This design comes from an exercise in tuning for small area on the open sky130 flow, not from production work. Only simulation tests tie the RTL to the original design; equivalence was not proved. Power is estimated from default activity; no workload was simulated.

<file path="flow/standard.sh">
#!/bin/bash
# synth_recipe.tcl (not shown) runs the flow's synth.tcl, then flattens the netlist and writes it again
# the make line also repeats each setting of config.mk as NAME=value (left out here)
make -C /OpenROAD-flow-scripts/flow DESIGN_CONFIG=/design/flow/config.mk WORK_HOME=/design/flow/orfs CLKGATE_MAP_FILE= SYNTH_SCRIPT=/design/flow/synth_recipe.tcl "${@:-finish}"
</file>
<file path="flow/config.mk">
export PLATFORM = sky130hd
export DESIGN_NAME = cpu_6502_instruction_execute
export DESIGN_NICKNAME = cpu_6502_instruction_execute
export VERILOG_FILES = /design/flow/design.v
export SDC_FILE = /design/flow/constraint.sdc
export NUM_CORES = 4
export LEC_CHECK = 0
export ABC_AREA = 1
export CAP_MARGIN = 20
export CORE_MARGIN = 2
export CORE_UTILIZATION = 65
export GPL_TIMING_DRIVEN = 0
export PLACE_DENSITY = 0.75
export SETUP_SLACK_MARGIN = 0.1
export SLEW_MARGIN = 20
</file>
<file path="flow/design.v">
`default_nettype none
package c6502_pkg;
  localparam logic [3:0] PH_IDLE   = 4'd0;
  localparam logic [3:0] PH_FETCH  = 4'd1;    
  localparam logic [3:0] PH_FETCHB = 4'd2;    
  localparam logic [3:0] PH_OPLO   = 4'd3;    
  localparam logic [3:0] PH_OPHI   = 4'd4;    
  localparam logic [3:0] PH_PTRLO  = 4'd5;    
  localparam logic [3:0] PH_PTRHI  = 4'd6;    
  localparam logic [3:0] PH_DATA   = 4'd7;    
  localparam logic [3:0] PH_WDONE  = 4'd8;    
  localparam logic [3:0] PH_PUSH2  = 4'd9;    
  localparam logic [3:0] PH_WDJ    = 4'd10;   
  localparam logic [3:0] PH_PULLLO = 4'd11;   
  localparam logic [3:0] PH_PULLHI = 4'd12;   
  localparam logic [3:0] PH_WDS    = 4'd13;   
endpackage
`default_nettype wire
`default_nettype none
module c6502_decode
(
  input  logic [7:0] op,
  output logic       bad,
  output logic       imp,
  output logic       push,
  output logic       pull
);
  always_comb begin
    bad = 1'b0; imp = 1'b0; push = 1'b0; pull = 1'b0;
    if (op[1:0] == 2'b01) begin
      bad = (op == 8'h89);
    end else begin
      case (op)
        8'hA2, 8'hA0, 8'hE0, 8'hC0,
        8'hA6, 8'hA4, 8'h86, 8'h84, 8'hE4, 8'hC4, 8'h24, 8'h06, 8'h46, 8'h26,
        8'h66, 8'hE6, 8'hC6,
        8'hB4, 8'h94, 8'h16, 8'h56, 8'h36, 8'h76, 8'hF6, 8'hD6,
        8'hB6, 8'h96,
        8'hAE, 8'hAC, 8'h8E, 8'h8C, 8'hEC, 8'hCC, 8'h2C, 8'h0E, 8'h4E, 8'h2E,
        8'h6E, 8'hEE, 8'hCE,
        8'hBC, 8'h1E, 8'h5E, 8'h3E, 8'h7E, 8'hFE, 8'hDE,
        8'hBE,
        8'h20, 8'h4C, 8'h6C,
        8'h90, 8'hB0, 8'hF0, 8'hD0, 8'h50, 8'h70, 8'h30, 8'h10: ;
        8'h8A, 8'hAA, 8'h98, 8'hA8, 8'h9A, 8'hBA, 8'hE8, 8'hCA, 8'hC8, 8'h88,
        8'h38, 8'hF8, 8'h18, 8'hD8, 8'hB8, 8'h0A, 8'h4A, 8'h2A, 8'h6A: imp = 1'b1;
        8'h48, 8'h08: push = 1'b1;
        8'h68, 8'h28, 8'h60: pull = 1'b1;
        default: bad = 1'b1;
      endcase
    end
  end
endmodule
`default_nettype wire
`default_nettype none
module cpu_6502_instruction_execute
(
  input  logic        clk,
  input  logic        rst_n,
  input  logic        cfg_we,
  input  logic [15:0] cfg_wdata,
  input  logic        in_valid,
  output logic             in_stall,
  input  logic        in_req_type,
  input  logic [7:0]  in_read_data,
  output logic             out_valid,
  input  logic        out_stall,
  output logic [15:0]      out_bus_addr,
  output logic             out_bus_write,
  output logic [7:0]       out_bus_wdata,
  output logic             out_opcode_fetch,
  output logic             out_bad_opcode
);
  logic [15:0] start_r, pc_r;
  logic [7:0]  a_r, x_r, y_r, s_r;
  logic        n_r, v_r, d_r, i_r, z_r, c_r;
  logic [7:0]  op_r;
  logic [15:0] ad_r;
  logic [3:0]  ph_r;
  logic        ov_r;
  logic        take;
  logic [7:0]  d;
  assign in_stall = ov_r & out_stall;
  assign take     = in_valid & ~in_stall;
  assign d        = in_read_data;
  logic [7:0] p_val;
  assign p_val = {n_r, v_r, 2'b00, d_r, i_r, z_r, c_r};
  logic ph_pcaddr, ph_stk, ph_wr;
  always_comb begin
    ph_pcaddr = (ph_r == c6502_pkg::PH_IDLE) | (ph_r == c6502_pkg::PH_FETCH) |
                (ph_r == c6502_pkg::PH_FETCHB) | (ph_r == c6502_pkg::PH_OPLO) |
                (ph_r == c6502_pkg::PH_OPHI);
    ph_stk    = (ph_r == c6502_pkg::PH_PUSH2) | (ph_r == c6502_pkg::PH_WDJ) |
                (ph_r == c6502_pkg::PH_WDS) | (ph_r == c6502_pkg::PH_PULLLO) |
                (ph_r == c6502_pkg::PH_PULLHI);
    ph_wr     = (ph_r == c6502_pkg::PH_WDONE) | (ph_r == c6502_pkg::PH_PUSH2) |
                (ph_r == c6502_pkg::PH_WDJ) | (ph_r == c6502_pkg::PH_WDS);
    if (ph_pcaddr)
      out_bus_addr = pc_r;
    else if (ph_stk)
      out_bus_addr = {8'h01, s_r};
    else if (ph_r == c6502_pkg::PH_PTRHI)
      out_bus_addr = {(op_r[0] ? 8'h00 : ad_r[15:8]), ad_r[7:0]};
    else
      out_bus_addr = ad_r;
    if (ph_r == c6502_pkg::PH_PUSH2)      out_bus_wdata = pc_r[15:8];
    else if (ph_r == c6502_pkg::PH_WDJ)   out_bus_wdata = pc_r[7:0];
    else if (ph_r == c6502_pkg::PH_WDONE || ph_r == c6502_pkg::PH_WDS) out_bus_wdata = op_r;
    else                                  out_bus_wdata = 8'h00;
  end
  assign out_valid        = ov_r;
  assign out_bus_write    = ph_wr;
  assign out_opcode_fetch = (ph_r == c6502_pkg::PH_FETCH) | (ph_r == c6502_pkg::PH_FETCHB);
  assign out_bad_opcode   = (ph_r == c6502_pkg::PH_FETCHB);
  logic f_bad, f_imp, f_push, f_pull;
  c6502_decode u_dec (.op(d), .bad(f_bad), .imp(f_imp), .push(f_push), .pull(f_pull));
  localparam logic [2:0] L_ZERO = 3'd0, L_A = 3'd1, L_X = 3'd2, L_Y = 3'd3, L_S = 3'd4,
                         L_PC = 3'd5, L_FF = 3'd6;
  localparam logic [1:0] R_ZERO = 2'd0, R_D = 2'd1, R_AL = 2'd2, R_AH = 2'd3;
  localparam logic [1:0] LOP_ADD = 2'd0, LOP_AND = 2'd1, LOP_OR = 2'd2, LOP_XOR = 2'd3;
  logic [2:0] lsel;
  logic [1:0] rsel, lop;
  logic       rinv, ci, shsel;
  logic       wa, wx, wy, ws;
  logic       f_nz, f_bit, f_cal, f_csh, f_vov, f_plp;
  logic       f_cset, f_cval, f_dset, f_dval, f_vclr;
  logic       rmw, store, rd_op, memstart;
  logic [7:0] aop;        
  logic       taken;
  logic [1:0] idx;        
  logic o_g01, o_g10, o_g00;
  assign o_g01 = (op_r[1:0] == 2'b01);
  assign o_g10 = (op_r[1:0] == 2'b10);
  assign o_g00 = (op_r[1:0] == 2'b00);
  always_comb begin
    lsel = L_ZERO; rsel = R_ZERO; rinv = 1'b0; ci = 1'b0; lop = LOP_ADD; shsel = 1'b0;
    wa = 1'b0; wx = 1'b0; wy = 1'b0; ws = 1'b0;
    f_nz = 1'b0; f_bit = 1'b0; f_cal = 1'b0; f_csh = 1'b0; f_vov = 1'b0; f_plp = 1'b0;
    f_cset = 1'b0; f_cval = 1'b0; f_dset = 1'b0; f_dval = 1'b0; f_vclr = 1'b0;
    rmw = 1'b0; rd_op = 1'b0; memstart = 1'b0; idx = 2'd0;
    store = (op_r[7:5] == 3'b100);
    aop = op_r;
    taken = 1'b0;
    case (op_r[7:6])
      2'd0: taken = n_r;
      2'd1: taken = v_r;
      2'd2: taken = c_r;
      default: taken = z_r;
    endcase
    taken = (taken == op_r[5]);
    if (!in_req_type) begin
      if (ph_r == c6502_pkg::PH_PUSH2 || ph_r == c6502_pkg::PH_WDJ ||
          ph_r == c6502_pkg::PH_WDS) begin
        lsel = L_S; rinv = 1'b1; ws = 1'b1;
      end
    end else begin
      case (ph_r)
        c6502_pkg::PH_FETCH, c6502_pkg::PH_FETCHB: begin
          aop = d;
          if (f_imp) begin
            case (d)
              8'h8A: begin wa = 1'b1; f_nz = 1'b1; end
              8'hAA: begin wx = 1'b1; f_nz = 1'b1; end
              8'h98: begin wa = 1'b1; f_nz = 1'b1; end
              8'hA8: begin wy = 1'b1; f_nz = 1'b1; end
              8'h9A: ws = 1'b1;
              8'hBA: begin wx = 1'b1; f_nz = 1'b1; end
              8'hE8: begin wx = 1'b1; f_nz = 1'b1; end
              8'hCA: begin wx = 1'b1; f_nz = 1'b1; end
              8'hC8: begin wy = 1'b1; f_nz = 1'b1; end
              8'h88: begin wy = 1'b1; f_nz = 1'b1; end
              8'h38: begin f_cset = 1'b1; f_cval = 1'b1; end
              8'h18: begin f_cset = 1'b1; f_cval = 1'b0; end
              8'hF8: begin f_dset = 1'b1; f_dval = 1'b1; end
              8'hD8: begin f_dset = 1'b1; f_dval = 1'b0; end
              8'hB8: f_vclr = 1'b1;
              default: begin shsel = 1'b1; wa = 1'b1; f_nz = 1'b1; f_csh = 1'b1; end
            endcase
          end else if (f_pull) begin
            ws = 1'b1;
          end
        end
        c6502_pkg::PH_OPLO: begin
          case (op_r[4:2])
            3'b000: begin
              if (op_r[0]) begin idx = 2'd1; memstart = 1'b0; end   
              else if (op_r[7]) rd_op = 1'b1;                       
            end
            3'b010: rd_op = 1'b1;                                   
            3'b100: begin
              if (!op_r[0]) begin                                   
                lsel = L_PC; rsel = R_D; ci = 1'b1;
              end
            end
            3'b101: begin
              idx = (o_g10 && op_r[7:6] == 2'b10) ? 2'd2 : 2'd1;
              memstart = 1'b1;
            end
            3'b001: memstart = 1'b1;
            default: ;
          endcase
          if (!rd_op && !(op_r[4:2] == 3'b100 && !op_r[0])) begin
            rsel = R_D;
            lsel = (idx == 2'd1) ? L_X : (idx == 2'd2) ? L_Y : L_ZERO;
          end
        end
        c6502_pkg::PH_OPHI: begin
          case (op_r[4:2])
            3'b111: idx = (op_r == 8'hBE) ? 2'd2 : 2'd1;
            3'b110: idx = 2'd2;
            default: idx = 2'd0;
          endcase
          rsel = R_AL;
          lsel = (idx == 2'd1) ? L_X : (idx == 2'd2) ? L_Y : L_ZERO;
          memstart = 1'b1;
        end
        c6502_pkg::PH_PTRLO: begin
          rsel = R_AL; ci = 1'b1;
        end
        c6502_pkg::PH_PTRHI: begin
          if (op_r[0]) begin
            rsel = R_AH;
            lsel = op_r[4] ? L_Y : L_ZERO;
          end else begin
            lsel = L_PC;
          end
          memstart = op_r[0];
        end
        c6502_pkg::PH_DATA: begin
          if (o_g10 && op_r[7:6] != 2'b10) begin
            rmw = 1'b1; f_nz = 1'b1;
            if (op_r[7]) begin
              rsel = R_D; lsel = op_r[5] ? L_ZERO : L_FF; ci = op_r[5];
            end else begin
              rsel = R_D; shsel = 1'b1; f_csh = 1'b1;
            end
          end else begin
            rd_op = 1'b1;
          end
        end
        c6502_pkg::PH_PUSH2, c6502_pkg::PH_WDJ, c6502_pkg::PH_WDS: begin
          lsel = L_S; rinv = 1'b1; ws = 1'b1;
        end
        c6502_pkg::PH_PULLLO: begin
          if (op_r[3]) begin
            if (op_r[6]) begin rsel = R_D; wa = 1'b1; f_nz = 1'b1; end    
            else f_plp = 1'b1;                                           
          end else begin
            lsel = L_S; ci = 1'b1; ws = 1'b1;                            
          end
        end
        c6502_pkg::PH_PULLHI: begin
          lsel = L_PC; ci = 1'b1;
        end
        default: ;
      endcase
      if (rd_op) begin
        rsel = R_D;
        f_nz = 1'b1;
        if (o_g01) begin
          lsel = L_A;
          case (op_r[7:5])
            3'd0: begin lop = LOP_OR;  wa = 1'b1; end
            3'd1: begin lop = LOP_AND; wa = 1'b1; end
            3'd2: begin lop = LOP_XOR; wa = 1'b1; end
            3'd3: begin ci = c_r; wa = 1'b1; f_cal = 1'b1; f_vov = 1'b1; end
            3'd5: begin lsel = L_ZERO; wa = 1'b1; end
            3'd6: begin rinv = 1'b1; ci = 1'b1; f_cal = 1'b1; end
            default: begin rinv = 1'b1; ci = c_r; wa = 1'b1; f_cal = 1'b1; f_vov = 1'b1; end
          endcase
        end else if (o_g10) begin
          lsel = L_ZERO; wx = 1'b1;
        end else begin
          case (op_r[7:5])
            3'd1: begin lsel = L_A; lop = LOP_AND; f_bit = 1'b1; end
            3'd5: begin lsel = L_ZERO; wy = 1'b1; end
            3'd6: begin lsel = L_Y; rinv = 1'b1; ci = 1'b1; f_cal = 1'b1; end
            default: begin lsel = L_X; rinv = 1'b1; ci = 1'b1; f_cal = 1'b1; end
          endcase
        end
      end
    end
  end
  logic [7:0] aL, aR, ap, ag, alu;
  logic [9:0] asum;       
  logic       alu_co, alu_v;
  logic       fb;
  logic       fA, fX, fY, fS, f_ci, f_rinv;
  logic       sA, sX, sY, sS, sPC, sFF, a_ci, a_rinv;
  always_comb begin
    fb = in_req_type & ((ph_r == c6502_pkg::PH_FETCH) | (ph_r == c6502_pkg::PH_FETCHB));
    fA = (!d[7] &  d[1]) | (d[7] & (d[6:4] == 3'b010));              
    fS = (!d[7] & !d[1]) | (d[7] & (d[6:4] == 3'b011));              
    fX =  d[7] & ((d[6:4] == 3'b110) | (d[1] & (d[6:5] != 2'b01)));   
    fY =  d[7] & !d[1] & ((d[6:5] == 2'b00) | (d[6:4] == 3'b100));    
    f_ci   = !d[1] & (d[7] ? d[6] : d[5]);                           
    f_rinv = d[7] ? ((d[6] & d[1]) | ((d[6:4] == 3'b000) & !d[1]))    
                  : (!d[1] & !d[5]);                                 
    sA  = fb ? fA : (lsel == L_A);
    sX  = fb ? fX : (lsel == L_X);
    sY  = fb ? fY : (lsel == L_Y);
    sS  = fb ? fS : (lsel == L_S);
    sPC = !fb & (lsel == L_PC);
    sFF = !fb & (lsel == L_FF);
    a_ci   = fb ? f_ci : ci;
    a_rinv = fb ? f_rinv : rinv;
  end
  always_comb begin
    aL = ({8{sA}} & a_r) | ({8{sX}} & x_r) | ({8{sY}} & y_r) | ({8{sS}} & s_r) |
         ({8{sPC}} & pc_r[7:0]) | {8{sFF}};
    case (rsel)
      R_D:  aR = d;
      R_AL: aR = ad_r[7:0];
      R_AH: aR = ad_r[15:8];
      default: aR = 8'h00;
    endcase
    aR = aR ^ {8{a_rinv}};
    ap = aL ^ aR;
    ag = aL & aR;
    asum = {1'b0, aL, 1'b1} + {1'b0, aR, a_ci};
    case (lop)
      LOP_AND: alu = ag;
      LOP_OR:  alu = ap | ag;
      LOP_XOR: alu = ap;
      default: alu = asum[8:1];
    endcase
    alu_co = asum[9];
    alu_v  = ~(aL[7] ^ aR[7]) & (aL[7] ^ asum[8]);
  end
  logic [7:0] sh_in, sh_out;
  logic       sh_c;
  always_comb begin
    sh_in = ap;    
    if (!aop[6]) begin
      sh_out = {sh_in[6:0], aop[5] & c_r};
      sh_c   = sh_in[7];
    end else begin
      sh_out = {aop[5] & c_r, sh_in[7:1]};
      sh_c   = sh_in[0];
    end
  end
  logic [7:0] res;
  assign res = shsel ? sh_out : alu;
  logic [7:0] hinc, bhi;
  logic [15:0] pci;
  logic [8:0] hsum;       
  assign hsum = {d, 1'b1} + {8'd0, alu_co};
  assign hinc = hsum[8:1];
  logic [7:0] pcid;
  assign pcid = pc_r[15:8] + {{7{d[7]}}, 1'b1};
  assign bhi  = (alu_co ^ d[7]) ? pcid : pc_r[15:8];
  assign pci  = pc_r + 16'd1;
  logic [7:0]  a_nxt, x_nxt, y_nxt, s_nxt, op_nxt;
  logic [15:0] pc_nxt, ad_nxt;
  logic [3:0]  ph_nxt;
  logic        n_nxt, v_nxt, d_nxt, i_nxt, z_nxt, c_nxt;
  always_comb begin
    a_nxt = wa ? res : a_r;
    x_nxt = wx ? res : x_r;
    y_nxt = wy ? res : y_r;
    s_nxt = ws ? res : s_r;
    n_nxt = n_r; v_nxt = v_r; d_nxt = d_r; i_nxt = i_r; z_nxt = z_r; c_nxt = c_r;
    if (f_nz) begin
      n_nxt = f_bit ? d[7] : res[7];
      z_nxt = (res == 8'h00);
    end
    if (f_bit) v_nxt = d[6];
    if (f_cal) c_nxt = alu_co;
    if (f_csh) c_nxt = sh_c;
    if (f_vov) v_nxt = alu_v;
    if (f_cset) c_nxt = f_cval;
    if (f_dset) d_nxt = f_dval;
    if (f_vclr) v_nxt = 1'b0;
    if (f_plp) begin
      n_nxt = d[7]; v_nxt = d[6]; d_nxt = d[3]; i_nxt = d[2]; z_nxt = d[1]; c_nxt = d[0];
    end
    op_nxt = op_r; pc_nxt = pc_r; ad_nxt = ad_r; ph_nxt = ph_r;
    if (!in_req_type) begin
      pc_nxt = start_r; ph_nxt = c6502_pkg::PH_FETCH;
    end else begin
      case (ph_r)
        c6502_pkg::PH_FETCH, c6502_pkg::PH_FETCHB: begin
          pc_nxt = pci;
          op_nxt = d;
          if (f_bad) ph_nxt = c6502_pkg::PH_FETCHB;
          else if (f_imp) ph_nxt = c6502_pkg::PH_FETCH;
          else if (f_push) begin
            op_nxt = d[6] ? a_r : (p_val | 8'h30);
            ph_nxt = c6502_pkg::PH_WDS;
          end else if (f_pull) begin
            ph_nxt = c6502_pkg::PH_PULLLO;
          end else ph_nxt = c6502_pkg::PH_OPLO;
        end
        c6502_pkg::PH_OPLO: begin
          pc_nxt = pci;
          ad_nxt = {8'h00, res};
          case (op_r[4:2])
            3'b000: ph_nxt = op_r[0] ? c6502_pkg::PH_PTRLO :
                             op_r[7] ? c6502_pkg::PH_FETCH : c6502_pkg::PH_OPHI;
            3'b010: ph_nxt = c6502_pkg::PH_FETCH;
            3'b100: begin
              if (op_r[0]) ph_nxt = c6502_pkg::PH_PTRLO;
              else begin
                if (taken) pc_nxt = {bhi, res};
                ph_nxt = c6502_pkg::PH_FETCH;
              end
            end
            3'b001, 3'b101: ph_nxt = c6502_pkg::PH_DATA;
            default: ph_nxt = c6502_pkg::PH_OPHI;
          endcase
        end
        c6502_pkg::PH_OPHI: begin
          pc_nxt = pci;
          ad_nxt = {hinc, res};
          if (op_r[4:2] == 3'b000) begin
            pc_nxt = pc_r;
            ph_nxt = c6502_pkg::PH_PUSH2;
          end else if (o_g00 && op_r[7:6] == 2'b01) begin
            if (op_r[5]) begin
              ph_nxt = c6502_pkg::PH_PTRLO;
            end else begin
              pc_nxt = {hinc, res};
              ph_nxt = c6502_pkg::PH_FETCH;
            end
          end else ph_nxt = c6502_pkg::PH_DATA;
        end
        c6502_pkg::PH_PTRLO: begin
          if (op_r[0]) ad_nxt = {d, res};
          else begin
            ad_nxt[7:0] = res;
            pc_nxt[7:0] = d;
          end
          ph_nxt = c6502_pkg::PH_PTRHI;
        end
        c6502_pkg::PH_PTRHI: begin
          if (!op_r[0]) begin
            pc_nxt = {hinc, res};
            ph_nxt = c6502_pkg::PH_FETCH;
          end else begin
            ad_nxt = {hinc, res};
            ph_nxt = c6502_pkg::PH_DATA;
          end
        end
        c6502_pkg::PH_DATA: begin
          if (rmw) begin
            op_nxt = res;
            ph_nxt = c6502_pkg::PH_WDONE;
          end else ph_nxt = c6502_pkg::PH_FETCH;
        end
        c6502_pkg::PH_WDONE, c6502_pkg::PH_WDS: ph_nxt = c6502_pkg::PH_FETCH;
        c6502_pkg::PH_PUSH2: ph_nxt = c6502_pkg::PH_WDJ;
        c6502_pkg::PH_WDJ: begin
          pc_nxt = ad_r;
          ph_nxt = c6502_pkg::PH_FETCH;
        end
        c6502_pkg::PH_PULLLO: begin
          if (op_r[3]) ph_nxt = c6502_pkg::PH_FETCH;
          else begin
            pc_nxt[7:0] = d;
            ph_nxt = c6502_pkg::PH_PULLHI;
          end
        end
        c6502_pkg::PH_PULLHI: begin
          pc_nxt = {hinc, res};
          ph_nxt = c6502_pkg::PH_FETCH;
        end
        default: ph_nxt = c6502_pkg::PH_IDLE;
      endcase
      if (memstart && store) begin
        op_nxt = o_g01 ? a_r : o_g10 ? x_r : y_r;
        ph_nxt = c6502_pkg::PH_WDONE;
      end
    end
  end
  always_ff @(posedge clk) begin
    if (!rst_n) begin
      start_r <= 16'h0000;
      a_r <= 8'h00; x_r <= 8'h00; y_r <= 8'h00; s_r <= 8'hFF;
      n_r <= 1'b0; v_r <= 1'b0; d_r <= 1'b0; i_r <= 1'b0; z_r <= 1'b0; c_r <= 1'b0;
      pc_r <= 16'h0000;
      ph_r <= c6502_pkg::PH_IDLE; ov_r <= 1'b0;
    end else begin
      if (cfg_we) start_r <= cfg_wdata;
      if (take) begin
        a_r <= a_nxt; x_r <= x_nxt; y_r <= y_nxt; s_r <= s_nxt;
        n_r <= n_nxt; v_r <= v_nxt; d_r <= d_nxt; i_r <= i_nxt; z_r <= z_nxt; c_r <= c_nxt;
        pc_r <= pc_nxt;
        ph_r <= ph_nxt;
        ov_r <= 1'b1;
      end else if (!out_stall) begin
        ov_r <= 1'b0;
      end
    end
  end
  always_ff @(posedge clk) begin
    if (take) begin
      op_r <= op_nxt; ad_r <= ad_nxt;
    end
  end
endmodule
`default_nettype wire
</file>
<file path="flow/constraint.sdc">
create_clock -name core_clock -period 8.0 [get_ports {clk}]
set_input_delay 1.6000 -clock core_clock [delete_from_list [all_inputs] [get_ports {clk}]]
set_output_delay 1.6000 -clock core_clock [all_outputs]
set_load 0.01 [all_outputs]
</file>
<file path="flow/flow/run.sh">
#!/bin/bash
# Own layout flow: the standard ORFS flow (standard.sh) with three changes to how the
# layout is made:
#  - synthesis maps the logic with a stronger ABC area script (flow/abc_area.script); the
#    registers are mapped before ABC runs, so they are the standard synthesis's registers;
#  - each port gets the smallest buffer (buf_1) instead of the default port buffer cell;
#  - the clock tree uses small clock buffers and no dummy loads.
# The output of every step goes to its own log under orfs/logs/, and make's output to
# flow_make.log in this folder.
set -euo pipefail
W=$PWD
rm -rf "$W/scripts_mod"
cp -r "$FLOW_HOME/scripts" "$W/scripts_mod"
cp "$W/flow/abc_area.script" "$W/scripts_mod/abc_area.script"
bash standard.sh SCRIPTS_DIR="$W/scripts_mod" REMOVE_ABC_BUFFERS=1 \
  BUFFER_PORTS_ARGS="-buffer_cell sky130_fd_sc_hd__buf_1" \
  CTS_ARGS="-sink_clustering_enable -repair_clock_nets -dont_use_dummy_load -sink_clustering_size 10 -sink_clustering_max_diameter 40 -buf_list {sky130_fd_sc_hd__clkbuf_8}" \
  finish > "$W/flow_make.log" 2>&1
</file>
<file path="flow/flow/abc_area.script">
strash
&get -n
&deepsyn -T 60
&dch -f
&nf -R 1000
&put
</file>
==> flow_summary.ini, run 1 <==
[cts]
ctsHoldBuffers = 0
clk_pin_slew_worst_paths_ns = 0.09
numCtsBuffers = 9
clk_latency_ns = 0.39
cts_num_sinks = 99
cts_setup_buffers = 0
cts_tree = built
cts.path.max_buffers = 2
cts_max_level = 3
cts-root-buf = clkbuf_8

[place]
dp_slack_ns = 0.103
place_hpwl_um = 20200
port_buffers = 58
routabilityCongestion = 1.06

[routing]
drt_pass1_iterations = 12
routed_via_density = 7.57
drt_iter0_markers = 1331
drtAntennaViolNets = 0
routed_wirelength_um = 27700
drc_errors = 0
vias = 8726
wl_per_cell_um = 24.1

[sta]
setup_tns_ns = 0
rsz0062_at_grt = no
final_max_slew_viol_count = 0
worst_slew_pin_slew_ns = 1.18
clock.fmax_ghz = 0.131
period_needed_ns = 7.65
whs_ns = 0.485
hold_viol = 0
fin_skew_ns = 0.0245
slew_headroom_pct = 20.6
finalCritPeriodShare_pct = 95.6
setup_viol = 0
worst_slack_ns = 0.350

[synth]
synth_top_cell_area_share_pct = 20.8
ys_warn_count = 2
synth.area.top_cells = dfxtp_1 (21%), edfxtp_1 (10%), nand2_1 (6.9%)
ys_seq_area_share_pct = 30.8
synth_area_leader_cell = dfxtp_1
synthArstFlopShare_pct = 0
synth_ff_type = dfxtp_1
synth_edf_count = 24
ys_seq_elements = 99
synth_cell_type_count = 57
avgSynthCellArea_um2 = 7.65
synthesis.instances = 943
syn-cell-area_um2 = 7210

[grt]
antenna_found_initial = 0
grt_pass1_vias = 7644
overflow = 0
grt_max_degree = 40
grt_usage_pct = 45.7
grt_first_pass_wirelength_um = 41300

[layout]
drive_gt1_share_pct = 2.67
area_growth_pct = 8.31
fillers = 897
nNetsFinal = 1071
n_antenna_cell = 0

[job]
cap_violations = 0

[setup_path]
cp-start-kind = input pin
crit_required_ns = 8.26
reg2reg_slack_ns = 0.36
crit_start = in_req_type
path_class = input pin to register
r2r_cells = 30
reg2reg_to = pc_r[13]$_SDFFE_PN0P_
arrival_ns = 7.91
crit_end = pc_r[13]$_SDFFE_PN0P_
critPathMaxFanout = 39
cp-end-kind = register
r2r_start = ph_r[2]$_SDFFE_PN0P_

[pwr]
power.leakage_nw = 2.82
power_density_nw_per_um2 = 126
finalPower_mw = 0.982
peakVddDrop_mv = 0.130

[floorplan]
fp.dieW_um = 109
coreArea_um2 = 10800
start_util_pct = 66.5
ios = 59
die_height_um = 109
die_area_um2 = 12000
rows = 38

[run_status]
run_status = finished clean

[hold_path]
hold_class = register to register
-- cell families after synthesis --
logic type | synth area share, %
fa+ha+maj | 4.89
flops | 30.8
xor+xnor | 2.06
buf+inv | 3.07
compound gates | 33.7
simple gates | 23.9
mux | 1.56
-- how the worst min path moves through the flow --
stage                                   end  depth (start not counted)  slack (ns)                     from
global placement    start_r[5]$_SDFFE_PN0P_                          1        0.46  start_r[5]$_SDFFE_PN0P_
floorplan                  n_r$_SDFFE_PN0P_                          2        0.44         n_r$_SDFFE_PN0P_
detailed placement         i_r$_SDFFE_PN0P_                          2        0.47         i_r$_SDFFE_PN0P_
CTS                        i_r$_SDFFE_PN0P_                          2        0.48         i_r$_SDFFE_PN0P_
finish                     i_r$_SDFFE_PN0P_                          2        0.49         i_r$_SDFFE_PN0P_
global route        start_r[6]$_SDFFE_PN0P_                          1        0.50  start_r[6]$_SDFFE_PN0P_
-- metrics by stage --
stage	utilization [%]	instances	area (um2)
2_1_floorplan	-	943	7210
3_3_place_gp	70.2	1141	7600
3_5_place_dp	70.5	1143	7640
4_1_cts	71.6	1152	7760
5_1_grt	72.1	1152	7810
6_report	72.1	1152	7810
-- final cells by class --
| cell class | instances | area [um2] | share of cell area (%) |
|---|---|---|---|
| clock buffer | 9 | 124 | 1.59 |
| inverter | 59 | 221 | 2.84 |
| multi-input combinational | 785 | 4830 | 61.9 |
| sequential | 99 | 2220 | 28.5 |
| tap | 140 | 175 | 2.24 |
| timing repair buffer | 60 | 233 | 2.98 |
-- synth_stat cells (3+ instances only) --
| cell | number |
|---|---|
| o22a_1 | 6 |
| a222oi_1 | 12 |
| nand2_1 | 133 |
| o311ai_0 | 5 |
| o211ai_1 | 9 |
| mux2i_1 | 9 |
| nor3_1 | 29 |
| edfxtp_1 | 24 |
| a22o_1 | 41 |
| nand3_1 | 16 |
| nor2b_1 | 26 |
| ha_1 | 25 |
| and4_1 | 3 |
| a21oi_1 | 83 |
| nor4_1 | 5 |
| or2_0 | 4 |
| o22ai_1 | 21 |
| xor2_1 | 4 |
| and3_1 | 16 |
| or3_1 | 8 |
| a21o_1 | 5 |
| o21ai_0 | 77 |
| clkinv_1 | 59 |
| o221ai_1 | 10 |
| o31ai_1 | 6 |
| a221oi_1 | 16 |
| o2111ai_1 | 4 |
| a31oi_1 | 10 |
| dfxtp_1 | 75 |
| nor2_1 | 104 |
| nand2b_1 | 14 |
| a211oi_1 | 6 |
| xnor2_1 | 13 |
| a22oi_1 | 7 |
| a221o_1 | 19 |
| and2_0 | 8 |
-- where the power goes --
part           internal (mW)  total, mW  switching (mW)
combinational         0.0545      0.168           0.114
clock                  0.102      0.270           0.169
sequential             0.523      0.543          0.0207
total                  0.679      0.982           0.303
-- layout by cell type (no fill, tap or decap), types with 16 or more instances in the layout --
master,count
nand2_1,133
nor2_1,104
a21oi_1,81
o21ai_0,76
dfxtp_1,74
clkinv_1,59
buf_1,56
a22o_1,41
nor3_1,27
nor2b_1,25
ha_1,25
edfxtp_1,24
o22ai_1,20
a221o_1,19
and3_1,16
nand3_1,16
a221oi_1,16
-- metal layers --
metal  vias up  track usage [%]  part of all wire [%]
met5         -            0.446                     0
met4         0             27.3                   7.4
met3       203             11.6                    16
met2       921             65.5                    41
met1      3872             61.8                    35
li1       3730                -                     -
-- sequential cells by signal, summed over array words and instances (netlist names), 4 cells and up --
signal / cells
ph_r: 4
ad_r: 16
start_r: 16
op_r: 8
a_r: 8
s_r: 8
y_r: 8
pc_r: 16
x_r: 8
-- timing repair --
action,4_1_cts,5_1_grt
setup endpoints to repair,8,16
gates cloned,0,0
gates resized for setup,1,6
-- critical path: stages --
cell and delay, ns:
buf_2 0.63, clkinv_1 0.65, nor2_1 0.51, nand3_1 0.14, o21ai_1 0.46, a221oi_1 0.23
nand2_1 0.17, ha_1 0.30, a21oi_1 0.16, clkinv_1 0.09, a21oi_1 0.23, o21ai_0 0.13
a21oi_1 0.26, o21ai_0 0.15, a21oi_1 0.24, nor2b_1 0.07, o21ai_0 0.20, nand2b_1 0.23
ha_1 0.29, nand3_1 0.15, nor2_1 0.08, xnor2_1 0.20, o21ai_0 0.15, a21oi_1 0.22
o31ai_1 0.12, o221ai_1 0.17, nand2_1 0.08
==> run 2, diff against run 1 <==
==> flow/flow/run.sh (replaced) <==
#!/bin/bash
set -euo pipefail
W=$PWD
rm -rf "$W/scripts_mod"
cp -r "$FLOW_HOME/scripts" "$W/scripts_mod"
cp "$W/flow/abc_area.script" "$W/scripts_mod/abc_area.script"
bash standard.sh SCRIPTS_DIR="$W/scripts_mod" REMOVE_ABC_BUFFERS=1 \
  BUFFER_PORTS_ARGS="-buffer_cell sky130_fd_sc_hd__buf_1" \
  CTS_ARGS="-sink_clustering_enable -repair_clock_nets -dont_use_dummy_load -sink_clustering_size 10 -sink_clustering_max_diameter 40 -buf_list {sky130_fd_sc_hd__clkbuf_8}" \
  finish > "$W/flow_make.log" 2>&1
==> flow/flow/abc_area.script (replaced) <==
strash
&get -n
&deepsyn -T 180
&dch -f
&nf -R 1000
&put
==> run 2 against run 1 <==
Clock skew is essentially flat; clock power is essentially flat; register-to-register slack improved by 0.30 ns; non-clock buffer count increased by 1; critical path depth shrank 1; synthesized cell count fell by 1.7%; critical path type unchanged; critical endpoint unchanged; largest power group unchanged.
==> flow_summary.ini, run 2 <==
[run_status]
run_status = finished clean

[setup_path]
worst_path_largest_cell_delay_ns = 0.83
path_class = input pin to register
cp-start-kind = input pin
arrival_ns = 7.90
crit_required_ns = 8.28
cp_slowest_cell = buf_1
critPathMaxFanout = 19
cp-end-kind = register

[cts]
clk_latency_ns = 0.39
cts-root-buf = clkbuf_8
cts_tree = built
ctsHoldBuffers = 0
cts_max_level = 3
cts.path.max_buffers = 2
cts_num_sinks = 99
cts_setup_buffers = 0
numCtsBuffers = 9
post_cts_resized = 0
clk_pin_slew_worst_paths_ns = 0.10

[synth]
synth_ff_type = dfxtp_1
synth_top_cell_area_share_pct = 20.9
synth_area_leader_cell = dfxtp_1
synthArstFlopShare_pct = 0
synth_most_common_cell = nand2_1
avgSynthCellArea_um2 = 7.75
syn-cell-area_um2 = 7180
ys_seq_area_share_pct = 30.9
synth_edf_count = 24
ys_seq_elements = 99
ys_warn_count = 2
yosys-top-cells-count = nand2_1 (145), nor2_1 (101), dfxtp_1 (75)
synthesis.instances = 927
synth_cell_type_count = 57
synth.area.top_cells = dfxtp_1 (21%), edfxtp_1 (10%), nand2_1 (7.6%)

[routing]
drc_errors = 0
wl_per_cell_um = 24.5
drtAntennaViolNets = 0
routed_wirelength_um = 27800
drt_pass1_iterations = 8
drt_iter0_markers = 1761
routed_via_density = 7.68
vias = 8737

[layout]
n_antenna_cell = 0
final_area_um2 = 7780
instances_no_fill = 1137
fillers = 915
drive_gt1_share_pct = 2.81
area_growth_pct = 8.33
top_regs = ad_r x16, pc_r x16, start_r x16
final_common_cell = nand2_1
ff_latch_area_um2 = 2220
nNetsFinal = 1056
multiInputGateArea_um2 = 4910
mostFrequentLayoutCells = nand2_1 (145), nor2_1 (100), dfxtp_1 (75)

[sta]
clock.fmax_ghz = 0.131
setup_viol = 0
fin_skew_ns = 0.0240
worst_slew_pin_slew_ns = 1.16
worst_slack_ns = 0.378
whs_ns = 0.489
finalCritPeriodShare_pct = 95.3
period_needed_ns = 7.62
slew_headroom_pct = 22.4
hold_viol = 0
rsz0062_at_grt = no
final_max_slew_viol_count = 0

[place]
dp_slack_ns = 0.0186
placed_cells = 1127
port_buffers = 58
routabilityCongestion = 1.06
place_hpwl_um = 20300
post_dp_cell_area_um2 = 7630

[job]
cap_violations = 0

[pwr]
finalPower_mw = 0.957
swShare_pct = 30.0
p_switching_mw = 0.287
power_density_nw_per_um2 = 123
power.leakage_nw = 2.90
seqPwrFrac_pct = 56.2
combPwrFrac_pct = 15.4
internal-power_mw = 0.670
p_clk_share_pct = 28.4
peakVddDrop_mv = 0.133

[grt]
overflow = 0
grt_usage_pct = 47.2
grt_max_degree = 32
grt_pass1_vias = 7777
grt_first_pass_wirelength_um = 42300
antenna_found_initial = 0

[floorplan]
rows = 38
ios = 59
die_area_um2 = 11900
coreArea_um2 = 10800
fp.dieW_um = 109
die_height_um = 109
start_util_pct = 66.5

[hold_path]
hold_class = register to register
## run 2: cell count changes after synthesis, moves of 8 or more
cell,before,now
mux2i_1,9,1
a21oi_1,83,62
o21ai_0,77,62
nand2_1,133,145
a22o_1,41,49
clkinv_1,59,28
nand3_1,16,35
a22oi_1,7,32
a221oi_1,16,4
## run 2: per-stage QoR
stage / TNS, ns / util (%)
final: 0 / 72.1
after global routing: 0 / 72.1
after CTS: 0 / 71.9
after detailed placement: 0 / 70.7
after global placement: -3.58 / 70.2
after floorplan: 0 / -
## run 2: power by group through the flow
stage | logic [mW] | registers (mW) | clock network [mW]
after global routing | 0.156 | 0.538 | 0.283
after floorplan | 0.0837 | 0.542 | 0
after global placement | 0.132 | 0.547 | 0
after detailed placement | 0.139 | 0.548 | 0
final | 0.147 | 0.538 | 0.272
after CTS | 0.140 | 0.536 | 0.263
## run 2: cells by family after synthesis
logic type / count (synthesis) / share of synthesized area [%]
AO/OA/AOI/OAI: 345 / 33.9
buffers and inverters: 28 / 1.46
multiplexers: 2 / 0.453
flip-flops: 99 / 30.9
adder cells (fa/ha/maj): 27 / 4.91
XOR/XNOR: 18 / 2.20
AND/OR/NAND/NOR: 408 / 26.1
## run 2: critical path: cells and delay by family
kind	cells	cell delay [ns]
fa+ha+maj	2	0.70
simple gates	8	1.38
compound gates	13	2.67
xor+xnor	1	0.20
buf+inv	2	1.34
## run 2: metal layers
metal / up-vias / track usage, % / share of wire, %
met2: 862 / 67.8 / 42
met1: 3984 / 63.3 / 37
met4: 0 / 24.0 / 4.9
li1: 3738 / - / -
met5: - / 0 / 0
met3: 153 / 15.4 / 16
## run 2: cell type report
cell class	count	area share [%]
Multi-Input combinational cell	800	63.2
Sequential cell	99	28.6
Timing Repair Buffer	61	3.07
Tap cell	140	2.25
Clock buffer	9	1.59
Inverter	28	1.35
## run 2: worst paths after layout
kind                                 from                      end  slack (ns)  cells past startpoint
hold / removal    start_r[7]$_SDFFE_PN0P_  start_r[7]$_SDFFE_PN0P_        0.49                      1
setup / recovery          in_read_data[6]    pc_r[13]$_SDFFE_PN0P_        0.38                     26
setup reg to reg     ph_r[0]$_SDFFE_PN0P_    pc_r[13]$_SDFFE_PN0P_        0.66                     30
hold reg to reg   start_r[7]$_SDFFE_PN0P_  start_r[7]$_SDFFE_PN0P_        0.49                      1

-- port drivers added, routing unchanged --
No port has a modelled driver above. Below, the same layouts with a new extraction and two added sets of constraints. Step 1 assumes that a clkbuf_16 drives the clock port and a buf_2 every other input. Step 2 times the ports against the registers' clock, not the clock port: input delays grow and output delays shrink by t, the midpoint of the rising clock arrivals with the driver on. Three values: no drivers, after step 1, after step 2; two values: the first two.
run	t (ns)	setup WS [ns]	hold WS [ns]
run 1	0.410	0.350 / 0.359 / -0.049	0.485 / 0.485 / 0.485
run 2	0.416	0.378 / 0.383 / -0.033	0.489 / 0.489 / 0.489
With both steps, setup timing fails in run 1 and run 2, where it was met with ideal ports. The setup slack of run 2, which loses most, moves by +0.005 ns with the drivers and by -0.411 ns with both steps.
